This is an optimization exercise on Yosys and OpenROAD, whose aim is small area, not a production implementation.
Function was checked by simulation only, so behaviour that the tests miss may differ from the original.
No activity file was given, so power comes from the tool's default toggle rates. The flow treats the clock pin as an ideal source, which a real chip does not have.

<file path="design/flow/flow/run.sh">
#!/bin/bash
# The standard layout (standard.sh) with three changes:
#  - synthesis maps with an area-recovering ABC script (flow/abc_area.script, Yosys's
#    default liberty script with more area-recovery rounds) in place of ORFS's delay-driven abc_speed.script; the rest of
#    the synthesis, and so every register's name and cell, is the standard one;
#  - clock tree synthesis inserts no dummy loads;
#  - the port buffers are buf_1 cells.
# Each step's full output goes to a log file in this folder (and ORFS's own logs to orfs/logs).
set -euo pipefail
W=$(pwd)

rm -rf "$W/orfs_scripts"
cp -r "$FLOW_HOME/scripts" "$W/orfs_scripts"
cp "$W/flow/abc_area.script" "$W/orfs_scripts/abc_speed.script"

SCRIPTS_DIR="$W/orfs_scripts" bash "$W/standard.sh" synth > "$W/synth.log" 2>&1

export CTS_ARGS="-sink_clustering_enable -repair_clock_nets -sink_clustering_size 30 -sink_clustering_max_diameter 100 -dont_use_dummy_load"
export BUFFER_PORTS_ARGS="-buffer_cell sky130_fd_sc_hd__buf_1"
bash "$W/standard.sh" > "$W/layout.log" 2>&1
</file>
<file path="design/flow/flow/abc_area.script">
strash
&get -n
&fraig -x
&put
scorr
dc2
dretime
strash
&get -n
&dch -f
&nf -R 1000
&put
</file>
<file path="design/flow/standard.sh">
#!/bin/bash
# synth_recipe.tcl (not shown) runs the flow's synth.tcl, then flattens the netlist and writes it again
# the make line also repeats each setting of config.mk as NAME=value (left out here)
make -C /OpenROAD-flow-scripts/flow DESIGN_CONFIG=/design/flow/config.mk WORK_HOME=/design/flow/orfs CLKGATE_MAP_FILE= SYNTH_SCRIPT=/design/flow/synth_recipe.tcl "${@:-finish}"
</file>
<file path="design/flow/config.mk">
export PLATFORM = sky130hd
export DESIGN_NAME = noc_router
export DESIGN_NICKNAME = noc_router
export VERILOG_FILES = /design/flow/design.v
export SDC_FILE = /design/flow/constraint.sdc
export NUM_CORES = 4
export LEC_CHECK = 0
export CAP_MARGIN = 20
export CORE_MARGIN = 2
export CORE_UTILIZATION = 55
export CTS_CLUSTER_DIAMETER = 100
export CTS_CLUSTER_SIZE = 30
export GPL_TIMING_DRIVEN = 0
export SLEW_MARGIN = 20
export SYNTH_HIERARCHICAL = 1
</file>
<file path="design/flow/constraint.sdc">
create_clock -name core_clock -period 5.5 [get_ports {clock}]
set_input_delay 1.1000 -clock core_clock [delete_from_list [all_inputs] [get_ports {clock}]]
set_output_delay 1.1000 -clock core_clock [all_outputs]
set_load 0.01 [all_outputs]
</file>
<file path="design/flow/design.v">
package noc_pkg;
    localparam int num_ports   = 4;
    localparam int num_sources = num_ports - 1;
    localparam int fifo_depth  = 8;
    localparam int fifo_ptr_w  = $clog2(fifo_depth);
    localparam int fifo_cnt_w  = fifo_ptr_w + 1;
    typedef logic [7:0] byte_t;
    typedef logic [3:0] node_t;
    typedef logic [1:0] port_t;
    typedef struct packed {
        node_t       src;
        node_t       dest;
        logic [23:0] data;
    } pkt_t;
    function automatic port_t route_port(input int router_id, input node_t dest);
        port_t p;
        p = 2'd0;
        if (router_id == 0) begin
            case (dest)
                4'd0:    p = 2'd0;
                4'd1:    p = 2'd2;
                4'd2:    p = 2'd3;
                default: p = 2'd1;
            endcase
        end else begin
            case (dest)
                4'd3:    p = 2'd0;
                4'd4:    p = 2'd1;
                4'd5:    p = 2'd2;
                default: p = 2'd3;
            endcase
        end
        route_port = p;
    endfunction
    function automatic port_t queue_slot(input port_t arrival, input port_t out_port);
        queue_slot = (arrival < out_port) ? arrival : port_t'(arrival - 2'd1);
    endfunction
endpackage
`timescale 1ns/1ps
module packet_fifo #(
    parameter int low_w = 8      
) (
    input  logic        clock,
    input  logic        reset_n,
    input  logic [31:0] data_in,
    input  logic [3:0]  shift,       
    input  logic        read,
    input  logic [7:0]  rd_pos,      
    output logic [3:0][7:0] rd_bytes,    
    output logic [2:0]  head,        
    output logic        full,
    output logic        empty
);
    logic [3:0] last;
    logic [3:0] last_next;
    logic [3:0] last_n;      
    logic [7:0] col0 [8];
    logic [7:0] col1 [8];
    logic [7:0] col2 [8];
    logic [7:0] col3 [8];
    assign last  = ~last_n;
    assign full  = (last == 4'd7);
    assign empty = last[3];
    assign head  = last[2:0];
    logic       up, down;
    logic [3:0] tgl;
    assign up   = shift[0] && !read;
    assign down = read && !shift[0];
    always_comb begin
        tgl[0] = up || down;
        tgl[1] = (up && last[0]) || (down && !last[0]);
        tgl[2] = (up && &last[1:0]) || (down && !(|last[1:0]));
        tgl[3] = (up && &last[2:0]) || (down && !(|last[2:0]));
        last_next = last ^ tgl;
    end
    always_ff @(posedge clock, negedge reset_n) begin
        if (!reset_n) last_n <= 4'h0;
        else          last_n <= ~last_next;
    end
    always_ff @(posedge clock) begin
        if (shift[0]) begin
            col0[0] <= {data_in[31:24]};
            for (int i = 1; i < 8; i++) col0[i] <= col0[i-1];
        end
        if (shift[1]) begin
            col1[0] <= data_in[23:16];
            for (int i = 1; i < 8; i++) col1[i] <= col1[i-1];
        end
        if (shift[2]) begin
            col2[0] <= data_in[15:8];
            for (int i = 1; i < 8; i++) col2[i] <= col2[i-1];
        end
        if (shift[3]) begin
            col3[0] <= data_in[7:0];
            for (int i = 1; i < 8; i++) col3[i] <= col3[i-1];
        end
    end
    always_comb begin
        rd_bytes = '0;
        for (int i = 0; i < 8; i++) begin
            rd_bytes[0] = rd_bytes[0] | (col0[i] & {8{rd_pos[i]}});
            rd_bytes[1] = rd_bytes[1] | (col1[i] & {8{rd_pos[i]}});
            rd_bytes[2] = rd_bytes[2] | (col2[i] & {8{rd_pos[i]}});
            rd_bytes[3] = rd_bytes[3] | (col3[i] & {8{rd_pos[i]}});
        end
        if (low_w == 4) rd_bytes[0][3:0] = 4'd0;
    end
endmodule
`timescale 1ns/1ps
module input_port #(
    parameter int router_id  = 0,
    parameter int port_index = 0
) (
    input  logic  clock,
    input  logic  reset_n,
    input  logic  put_inbound,
    input  noc_pkg::byte_t payload_inbound,
    input  logic [3:0] queue_full,      
    output logic  free_inbound,
    output logic [31:0] packet,
    output logic [3:0][3:0] shift       
);
    logic [1:0]     state;
    logic           held;
    logic           write;
    noc_pkg::port_t route;
    noc_pkg::port_t tgt;
    logic [3:1]     lag;
    assign route        = noc_pkg::route_port(router_id, packet[27:24]);
    assign free_inbound = (state == 2'd0) && !held;
    assign write        = held && !queue_full[route];
    always_ff @(posedge clock, negedge reset_n) begin
        if (!reset_n) begin
            state <= 2'd0;
            held  <= 1'b0;
        end else begin
            if (write) held <= 1'b0;
            case (state)
                2'd0: if (put_inbound && free_inbound) state <= 2'd1;
                2'd1: state <= 2'd2;
                2'd2: state <= 2'd3;
                default: begin
                    state <= 2'd0;
                    if (route != noc_pkg::port_t'(port_index)) held <= 1'b1;
                end
            endcase
        end
    end
    always_ff @(posedge clock) begin
        if (free_inbound)  packet[31:24] <= payload_inbound;
        if (state == 2'd1) packet[23:16] <= payload_inbound;
        if (state == 2'd2) packet[15:8]  <= payload_inbound;
        if (state == 2'd3) packet[7:0]   <= payload_inbound;
        if (held) tgt <= route;
        lag <= {lag[2:1], write};
    end
    always_comb begin
        for (int o = 0; o < 4; o++) begin
            shift[o][0] = write && (route == noc_pkg::port_t'(o));
            for (int k = 1; k < 4; k++)
                shift[o][k] = lag[k] && (tgt == noc_pkg::port_t'(o));
        end
    end
endmodule
`timescale 1ns/1ps
module output_port #(
    parameter int low_const = -1     
) (
    input  logic                         clock,
    input  logic                         reset_n,
    input  logic                         free_outbound,
    input  logic [noc_pkg::num_sources-1:0]       queue_empty,
    input  logic [noc_pkg::num_sources-1:0][2:0]  queue_head,
    input  logic [noc_pkg::num_sources-1:0][3:0][7:0] queue_bytes,
    output logic [noc_pkg::num_sources-1:0]       queue_read,
    output logic [7:0]                   rd_pos,
    output logic                         put_outbound,
    output noc_pkg::byte_t                        payload_outbound
);
    logic           busy;
    logic [1:0]     col;
    noc_pkg::port_t last;        
    noc_pkg::port_t pick;
    logic           found;
    logic           start;
    logic [2:0]     pos;
    logic [2:0]     ne;
    logic [1:0]     col_inc;
    assign col_inc = {col[1] ^ col[0], !col[0]};
    assign ne    = ~queue_empty;
    assign found = |ne;
    always_comb begin
        case (last)
            2'd0:    pick = ne[1] ? 2'd1 : (ne[2] ? 2'd2 : 2'd0);
            2'd1:    pick = ne[2] ? 2'd2 : (ne[0] ? 2'd0 : 2'd1);
            default: pick = ne[0] ? 2'd0 : (ne[1] ? 2'd1 : 2'd2);
        endcase
    end
    assign start = !busy && free_outbound && found;
    always_comb begin
        queue_read = '0;
        if (start) queue_read[pick] = 1'b1;
    end
    always_ff @(posedge clock, negedge reset_n) begin
        if (!reset_n) begin
            last <= 2'd2;
            busy <= 1'b0;
            col  <= 2'd0;
        end else begin
            if (start) begin
                last <= pick;
                busy <= 1'b1;
                col  <= 2'd0;
            end else if (busy) begin
                col <= col_inc;
                if (col == 2'd3) busy <= 1'b0;
            end
        end
    end
    always_ff @(posedge clock) begin
        if (!busy) pos <= queue_head[pick];
    end
    noc_pkg::port_t rq;
    logic [1:0]     rk;
    logic [2:0]     rpos;
    always_comb begin
        if (busy) begin
            rq   = last;
            rk   = col_inc;
            rpos = pos;
        end else begin
            rq   = pick;
            rk   = 2'd0;
            rpos = queue_head[pick];
        end
        rd_pos = '0;
        rd_pos[rpos] = 1'b1;
    end
    logic [noc_pkg::num_sources-1:0][3:0] rsel;
    always_comb begin
        for (int q = 0; q < noc_pkg::num_sources; q++)
            for (int k = 0; k < 4; k++)
                rsel[q][k] = (rq == noc_pkg::port_t'(q)) && (rk == 2'(k));
    end
    noc_pkg::byte_t payload_q;
    always_ff @(posedge clock) begin
        noc_pkg::byte_t b;
        b = '0;
        for (int q = 0; q < noc_pkg::num_sources; q++)
            for (int k = 0; k < 4; k++)
                if (low_const >= 0 && k == 0)
                    b[7:4] = b[7:4] | (queue_bytes[q][k][7:4] & {4{rsel[q][k]}});
                else
                    b = b | (queue_bytes[q][k] & {8{rsel[q][k]}});
        if (low_const >= 0 && rk == 2'd0) b[3:0] = 4'(low_const);
        payload_q <= b;
    end
    assign put_outbound     = busy && (col == 2'd0);
    assign payload_outbound = payload_q;
endmodule
`timescale 1ns/1ps
module noc_router #(
    parameter int router_id = 0
) (
    input  logic                    clock,
    input  logic                    reset_n,
    input  logic  [noc_pkg::num_ports-1:0]   put_inbound,
    input  noc_pkg::byte_t [noc_pkg::num_ports-1:0]   payload_inbound,
    input  logic  [noc_pkg::num_ports-1:0]   free_outbound,
    output logic  [noc_pkg::num_ports-1:0]   free_inbound,
    output logic  [noc_pkg::num_ports-1:0]   put_outbound,
    output noc_pkg::byte_t [noc_pkg::num_ports-1:0]   payload_outbound
);
    logic [noc_pkg::num_ports-1:0][31:0]       in_packet;
    logic [noc_pkg::num_ports-1:0][3:0][3:0]   in_shift;    
    logic [noc_pkg::num_ports-1:0][3:0]        in_full;     
    logic [noc_pkg::num_ports-1:0][noc_pkg::num_sources-1:0]      q_read;
    logic [noc_pkg::num_ports-1:0][noc_pkg::num_sources-1:0]      q_full;
    logic [noc_pkg::num_ports-1:0][noc_pkg::num_sources-1:0]      q_empty;
    logic [noc_pkg::num_ports-1:0][noc_pkg::num_sources-1:0][2:0] q_head;
    logic [noc_pkg::num_ports-1:0][noc_pkg::num_sources-1:0][3:0][7:0] q_bytes;
    logic [noc_pkg::num_ports-1:0][7:0] rd_pos;
    for (genvar i = 0; i < noc_pkg::num_ports; i++) begin : g_in
        input_port #(
            .router_id  (router_id),
            .port_index (i)
        ) i_input_port (
            .clock           (clock),
            .reset_n         (reset_n),
            .put_inbound     (put_inbound[i]),
            .payload_inbound (payload_inbound[i]),
            .queue_full      (in_full[i]),
            .free_inbound    (free_inbound[i]),
            .packet          (in_packet[i]),
            .shift           (in_shift[i])
        );
    end
    for (genvar o = 0; o < noc_pkg::num_ports; o++) begin : g_out
        for (genvar s = 0; s < noc_pkg::num_sources; s++) begin : g_slot
            localparam int src = (s < o) ? s : s + 1;
            packet_fifo #(
                .low_w ((router_id == 0 && o != 1) ? 4 : 8)
            ) i_packet_fifo (
                .clock      (clock),
                .reset_n    (reset_n),
                .data_in    (in_packet[src]),
                .shift      (in_shift[src][o]),
                .read       (q_read[o][s]),
                .rd_pos     (rd_pos[o]),
                .rd_bytes   (q_bytes[o][s]),
                .head       (q_head[o][s]),
                .full       (q_full[o][s]),
                .empty      (q_empty[o][s])
            );
            assign in_full[src][o] = q_full[o][s];
        end
        assign in_full[o][o] = 1'b0;
        output_port #(
            .low_const ((router_id == 0 && o != 1) ? ((o == 0) ? 0 : o - 1) : -1)
        ) i_output_port (
            .clock            (clock),
            .reset_n          (reset_n),
            .free_outbound    (free_outbound[o]),
            .queue_empty      (q_empty[o]),
            .queue_head       (q_head[o]),
            .queue_bytes      (q_bytes[o]),
            .queue_read       (q_read[o]),
            .rd_pos           (rd_pos[o]),
            .put_outbound     (put_outbound[o]),
            .payload_outbound (payload_outbound[o])
        );
    end
endmodule
</file>
==> reports/results.tsv, run 1 <==
stage	metric	value	unit
clock_network	insertion_delay	810	ps
floorplanning	rows	162	
place	gp_congestion	0.801	
cells_and_area	drive_gt1_frac	0.0855	
clock_network	clkSinkCount	3056	
routing	viasPerCell	6.96	
global_routing	grtUsageTotal	0.277	
clock_network	cts_inserted_buffers	112	
synth	synthCells	5466	
critical_path	critical_path_arrival	5910	ps
flow_run	timing.max_cap.violations	0	
routing	drt_first_pass_iters	10	
global_routing	grt_pass1_vias	56000	
clock_network	clk_pin_slew	120	ps
sta	worst_pin_slew	1250	ps
synth	synth_area	0.108	mm²
synth	synth.avg_cell_area	19.8	µm²
clock_network	cts_tree	done	
routing	drt_iter0_markers	11000	
critical_path	crit_buf_inv	8	
routing	routed_wl	281000	µm
critical_path	cp_slowest_cell	a222oi_1	
sta	post-route-min-period	5340	ps
routing	wire_per_inst	32.9	µm
floorplanning	coreArea	0.195	mm²
synth	yosys_warnings	24	
floorplanning	die_h	448	µm
critical_path	crit_top_cell	buf_6	
sta	rsz0062_at_grt	true	
sta	slew_viol_final	0	
power_and_ir_drop	ir_drop	1100	µV
sta	max_freq	187	MHz
clock_network	cts_root_buf	clkbuf_16	
sta	hold_ws	292	ps
floorplanning	initial_core_util	0.554	
critical_path	start_kind	flip-flop	
min_path	min_path_type	input pin to asynchronous set/reset pin	
clock_network	cts_max_level	3	
cells_and_area	final_nets	6021	
cells_and_area	utilization	0.614	
power_and_ir_drop	powerDensity	631	mW/mm²
floorplanning	fp.dieW	448	µm
routing	ant_nets	0	
global_routing	grt_pass1_wl	402000	µm
power_and_ir_drop	leakage	37.1	nW
floorplanning	io_pins	82	
place	numPortBuffers	81	
clock_network	cts_buffer_depth	3	
floorplanning	dieArea	0.200	mm²
sta	fin_crit_sh	0.970	
sta	slew_headroom	0.166	
routing	vias	59600	
place	placedCellCount	8416	
cells_and_area	fillers	13800	
sta	fin_skew	53.6	ps
critical_path	crit_chain	clkinv_1 -> nor2_1 -> a31oi_2 -> o22ai_2 -> nor3_1 -> o41ai_4 -> clkinv_1 -> ha_1 -> xor2_2 -> clkinv_1 -> nor4_4 -> buf_6 -> buf_6 -> buf_6 -> buf_6 -> buf_6 -> a222oi_1 -> nand3_1 -> a222oi_1 -> nand3_1	
routing	drc	0	
critical_path	cp-end-kind	flip-flop	
cells_and_area	finalNonFillerCells	8558	
outcome	run_status	no timing/DRC/antenna violations	
place	post-dp-hpwl	187000	µm
sta	setup-violations-final	0	
critical_path	cp_top_family	compound AO/OA/AOI/OAI gates	
critical_path	cp.required	6080	ps
critical_path	worstPathMaxFanout	9	
cells_and_area	area_growth	10.8	%
critical_path	critPathKind	flip-flop to flip-flop	
sta	hold_violations	0	
global_routing	grt_max_degree	64	
critical_path	cpPeakStageDelay	750	ps
global_routing	antenna_found_initial	25	
global_routing	overflow	0	
## sequential cells by signal (all words and copies together) (netlist names), 8 cells and up
register	cells
g_in.i_input_port.lag	12
g_in.i_input_port.packet	128
g_in.i_input_port.state	8
g_in.i_input_port.tgt	8
g_out.g_slot.i_packet_fifo.col0	480
g_out.g_slot.i_packet_fifo.col1	768
g_out.g_slot.i_packet_fifo.col2	768
g_out.g_slot.i_packet_fifo.col3	768
g_out.g_slot.i_packet_fifo.last_n	48
g_out.i_output_port.col	8
g_out.i_output_port.last	8
g_out.i_output_port.payload_q	32
g_out.i_output_port.pos	12
## through the flow
step	TNS [ps]	area, µm²	total power, mW	worst slack (ps)
floorplan	-31.4	108000	47.1	-31.4
global placement	-418080	112000	57.1	-4670
detailed placement	-1740	117000	65.2	-378
CTS	0	120000	75.4	0.451
global route	-210	120000	78.4	-131
finish	0	120000	75.6	163
## path summary, 6_finish.rpt
path	start	end	depth (start not counted)	slack (ps)
worst min register to register	g_in[3].i_input_port.lag[2]$_DFF_P_	g_in[3].i_input_port.lag[3]$_DFF_P_	0	400
worst max-delay path	g_out[0].g_slot[1].i_packet_fifo.last_n[3]$_DFF_PN0_	g_out[0].i_output_port.payload_q[5]$_DFF_P_	20	160
worst max register to register	g_out[0].g_slot[1].i_packet_fifo.last_n[3]$_DFF_PN0_	g_out[0].i_output_port.payload_q[5]$_DFF_P_	20	160
min in group core_clock	g_in[3].i_input_port.lag[2]$_DFF_P_	g_in[3].i_input_port.lag[3]$_DFF_P_	0	400
max in group asynchronous	reset_n	g_out[2].i_output_port.last[1]$_DFFE_PN1P_	4	4440
worst min-delay path	reset_n	g_in[2].i_input_port.state[0]$_DFFE_PN0P_	2	290
## layer usage
layer	global-route usage	wire length, µm	vias up
met5	0	0	-
met4	0.0763	8980	0
met2	0.417	129000	3611
li1	-	-	24800
met3	0.0439	28900	306
met1	0.425	115000	30800
## what timing repair did
action / in CTS / in global routing
endpoints found under the setup margin: 11 / 20
hold buffers: 0 / 0
pin swaps: 5 / 10
buffers inserted: 6 / 3
gates resized for setup: 2 / 18
## cell type report
type	count	area [µm²]	area share
diodes	17	42.5	0.000355
repair buffers	336	4760	0.0397
clock buffers	112	2800	0.0234
flip-flops and latches	3056	90800	0.757
well taps	2624	3280	0.0274
inverters	124	467	0.00389
multi-input cells	2289	17700	0.148
## layout by cell type (no fill, tap or decap), types with 27 or more instances in the layout
cell type,instances
nand4_1,85
o21ai_0,27
nor3_2,28
dfxtp_1,56
edfxtp_1,2920
clkbuf_16,112
a22oi_1,484
buf_6,54
dfrtp_1,76
buf_12,50
and2_4,35
nand2_1,185
clkinv_1,120
a222oi_1,676
buf_4,53
buf_16,80
buf_1,80
a21oi_1,65
nor2_1,60
nand3_1,323
xnor2_1,48
ha_1,60
## power by group
part           internal, mW  switching [mW]  leakage, nW
clock                  3.67            6.51         1.38
combinational          12.2            22.5         7.84
sequential             28.6            2.15         27.9
total                  44.5            31.1         37.1
==> run 2, diff against run 1 <==
--- a/design/flow/config.mk
+++ b/design/flow/config.mk
@@ -7,9 +7,8 @@
 export LEC_CHECK = 0
 export CAP_MARGIN = 20
 export CORE_MARGIN = 2
-export CORE_UTILIZATION = 55
+export CORE_UTILIZATION = 65
 export CTS_CLUSTER_DIAMETER = 100
 export CTS_CLUSTER_SIZE = 30
-export GPL_TIMING_DRIVEN = 0
 export SLEW_MARGIN = 20
 export SYNTH_HIERARCHICAL = 1
==> run 2 against run 1 <==
Net effect:
- sequential share of layout area is 2.1 points higher
- global-route usage is 4.8 points higher
- worst setup slack better by 260 ps
- via count is 0.90% higher
- final cell count is 5.7% lower
- area after synthesis stayed put
- sequential cell count stayed put
- non-clock buffer count is 57 lower
- clock power hardly changed
- highest routed layer is now met5
==> reports/results.tsv, run 2 <==
stage	metric	value	unit
synth	yosys_warnings	24	
cells_and_area	layout_common_cells	edfxtp_1 (2920), a222oi_1 (676), a22oi_1 (486), nand3_1 (324), nand2_1 (185)	
sta	slew_headroom	0.252	
cells_and_area	reg.largest.list	g_out.g_slot.i_packet_fifo.col1 (768), g_out.g_slot.i_packet_fifo.col2 (768), g_out.g_slot.i_packet_fifo.col3 (768)	
clock_network	cts_root_buf	clkbuf_16	
floorplanning	io_pins	82	
routing	wire_per_inst	34.6	µm
critical_path	crit_end	g_out[2].i_output_port.payload_q[6]$_DFF_P_	
power_and_ir_drop	powerDensity	615	mW/mm²
clock_network	clkSinkCount	3056	
critical_path	cpPeakStageDelay	780	ps
sta	fin_skew	48.5	ps
cells_and_area	design_area	0.117	mm²
clock_network	cts_resized	0	
sta	setup-violations-final	0	
global_routing	antenna_found_initial	27	
outcome	run_status	no timing/DRC/antenna violations	
sta	fin_crit_sh	0.924	
critical_path	critPathKind	flip-flop to flip-flop	
synth	synth_area	0.108	mm²
critical_path	rrSetupSlack	420	ps
cells_and_area	area_growth	7.77	%
critical_path	cp_slowest_cell	a222oi_1	
clock_network	clk_pin_slew	120	ps
critical_path	cp.required	6110	ps
global_routing	grtUsageTotal	0.325	
sta	post-route-min-period	5080	ps
floorplanning	coreArea	0.165	mm²
clock_network	cts_max_level	3	
power_and_ir_drop	total_power	71.8	mW
clock_network	cts_hold_buf	0	
cells_and_area	final_nets	5963	
global_routing	grt_max_degree	85	
global_routing	grt_pass1_vias	55900	
cells_and_area	drive_gt1_frac	0.0717	
place	numPortBuffers	81	
routing	routed_wl	279000	µm
floorplanning	rows	149	
global_routing	overflow	0	
synth	synth.avg_cell_area	19.8	µm²
clock_network	cts_buffer_depth	3	
floorplanning	fp.dieW	412	µm
critical_path	critical_path_arrival	5690	ps
critical_path	worst-path-stages	15	
critical_path	crit_start	g_out[2].g_slot[1].i_packet_fifo.last_n[3]$_DFF_PN0_	
routing	drt_iter0_markers	13000	
clock_network	cts_tree	done	
critical_path	cp_top_family	compound AO/OA/AOI/OAI gates	
cells_and_area	fillers	10400	
critical_path	cp-end-kind	flip-flop	
synth	synthCells	5466	
flow_run	timing.max_cap.violations	0	
critical_path	regToRegEndpoint	g_out[2].i_output_port.payload_q[6]$_DFF_P_	
cells_and_area	final_common_cell	edfxtp_1	
place	post_dp_cell_area	0.114	mm²
floorplanning	initial_core_util	0.655	
routing	drc	0	
sta	slew_viol_final	0	
routing	ant_nets	0	
sta	worst_pin_slew	1120	ps
place	post-dp-hpwl	180000	µm
routing	vias	60100	
min_path	min_path_type	input pin to asynchronous set/reset pin	
power_and_ir_drop	ir_drop	1390	µV
clock_network	post-cts-setup-buffer-count	0	
floorplanning	dieArea	0.170	mm²
critical_path	crit_buf_inv	3	
place	gp_congestion	0.877	
sta	hold_ws	302	ps
sta	rsz0062_at_grt	false	
critical_path	r2r_start	g_out[2].g_slot[1].i_packet_fifo.last_n[3]$_DFF_PN0_	
critical_path	crit_chain	clkinv_1 -> nor2_1 -> a31oi_1 -> o22a_1 -> a21boi_0 -> o41ai_2 -> clkinv_1 -> ha_1 -> xor2_2 -> nor2b_4 -> buf_12 -> a222oi_1 -> nand3_1 -> a222oi_1 -> nand4_1	
global_routing	grt_pass1_wl	399000	µm
routing	viasPerCell	7.45	
clock_network	cts_inserted_buffers	111	
critical_path	worstPathMaxFanout	48	
routing	drt_first_pass_iters	14	
power_and_ir_drop	leakage	36.1	nW
critical_path	start_kind	flip-flop	
floorplanning	die_h	412	µm
clock_network	insertion_delay	790	ps
critical_path	worstRegToRegCells	15	
sta	hold_violations	0	
sta	max_freq	197	MHz
[run 2: cell type report]
type                       instances  area (µm²)  share of cell area
timing repair buffer             279        2320              0.0199
inverter                         124         467             0.00400
antenna                           18        45.0            0.000386
clock buffer                     111        2780              0.0238
tap                             2189        2740              0.0235
multi-input combinational       2289       17500               0.150
sequential                      3056       90800               0.779
[run 2: metal layers]
metal,vias up,share of wire,global-route usage
met3,372,0.13,0.0615
met4,20,0.036,0.0984
met5,-,0.00046,0
li1,24700,-,-
met2,4340,0.45,0.477
met1,30700,0.39,0.508
[run 2: worst min-delay path by stage]
stage | from | endpoint | slack [ps] | depth (start not counted)
5_1_grt | reset_n | g_in[1].i_input_port.state[0]$_DFFE_PN0P_ | 330 | 1
4_1_cts | reset_n | g_in[1].i_input_port.state[0]$_DFFE_PN0P_ | 300 | 1
2_1_floorplan | g_in[0].i_input_port.lag[1]$_DFF_P_ | g_in[0].i_input_port.lag[2]$_DFF_P_ | 350 | 0
3_5_place_dp | g_in[0].i_input_port.lag[2]$_DFF_P_ | g_in[0].i_input_port.lag[3]$_DFF_P_ | 370 | 0
3_3_place_gp | g_in[2].i_input_port.lag[2]$_DFF_P_ | g_in[2].i_input_port.lag[3]$_DFF_P_ | 360 | 0
6_report | reset_n | g_in[1].i_input_port.state[0]$_DFFE_PN0P_ | 300 | 1
[run 2: where the power goes]
part           internal, mW  switching (mW)
Sequential             28.6            2.13
Clock                  3.64            6.41
Combinational          10.1            20.9
Total                  42.4            29.4
[run 2: worst register-to-register path, stage by stage (launching register included)]
cell and delay [ps]:
dfrtp_1 400, clkinv_1 130, nor2_1 90, a31oi_1 230
o22a_1 220, a21boi_0 110, o41ai_2 660, clkinv_1 220
ha_1 280, xor2_2 480, nor2b_4 310, buf_12 310
a222oi_1 420, nand3_1 140, a222oi_1 780, nand4_1 150
[run 2: through the flow]
stage                     setup TNS, ps  std cells   util  setup slack [ps]
after floorplan                   -31.4       5469      -             -31.4
after global placement                0       7937  0.689               692
after detailed placement              0       7937  0.689               558
after CTS                             0       8048  0.706               539
after global routing                  0       8048  0.706              99.2
final                                 0       8066  0.706               419

re-timing with driven ports:
Ports are ideal in the flow. The routed layouts listed here were re-timed in OpenROAD.
Step 1 (the two cells are an assumption about what drives the block):
set clk [get_ports {clock}]
set_driving_cell -lib_cell sky130_fd_sc_hd__clkbuf_16 $clk
set_driving_cell -lib_cell sky130_fd_sc_hd__buf_2 [delete_from_list [all_inputs] $clk]
Step 2 times the ports against the registers' clock, not the clock port: input delays grow and output delays shrink by t, the midpoint of the rising clock arrivals with the driver on.
Slacks: ideal / step 1 / step 2; pairs: ideal / step 1.
run	shift t [ns]	setup slack, ns	worst setup path after step 2	slew at the worst register clock pin (ns)	worst slew at a driven data input, ns
run 1	0.871	0.163 / 0.163 / 0.163	register to register	0.12 / 0.12	0.11
run 2	0.849	0.419 / 0.419 / 0.419	register to register	0.12 / 0.12	0.16
After both steps setup and hold are still met in every run listed.
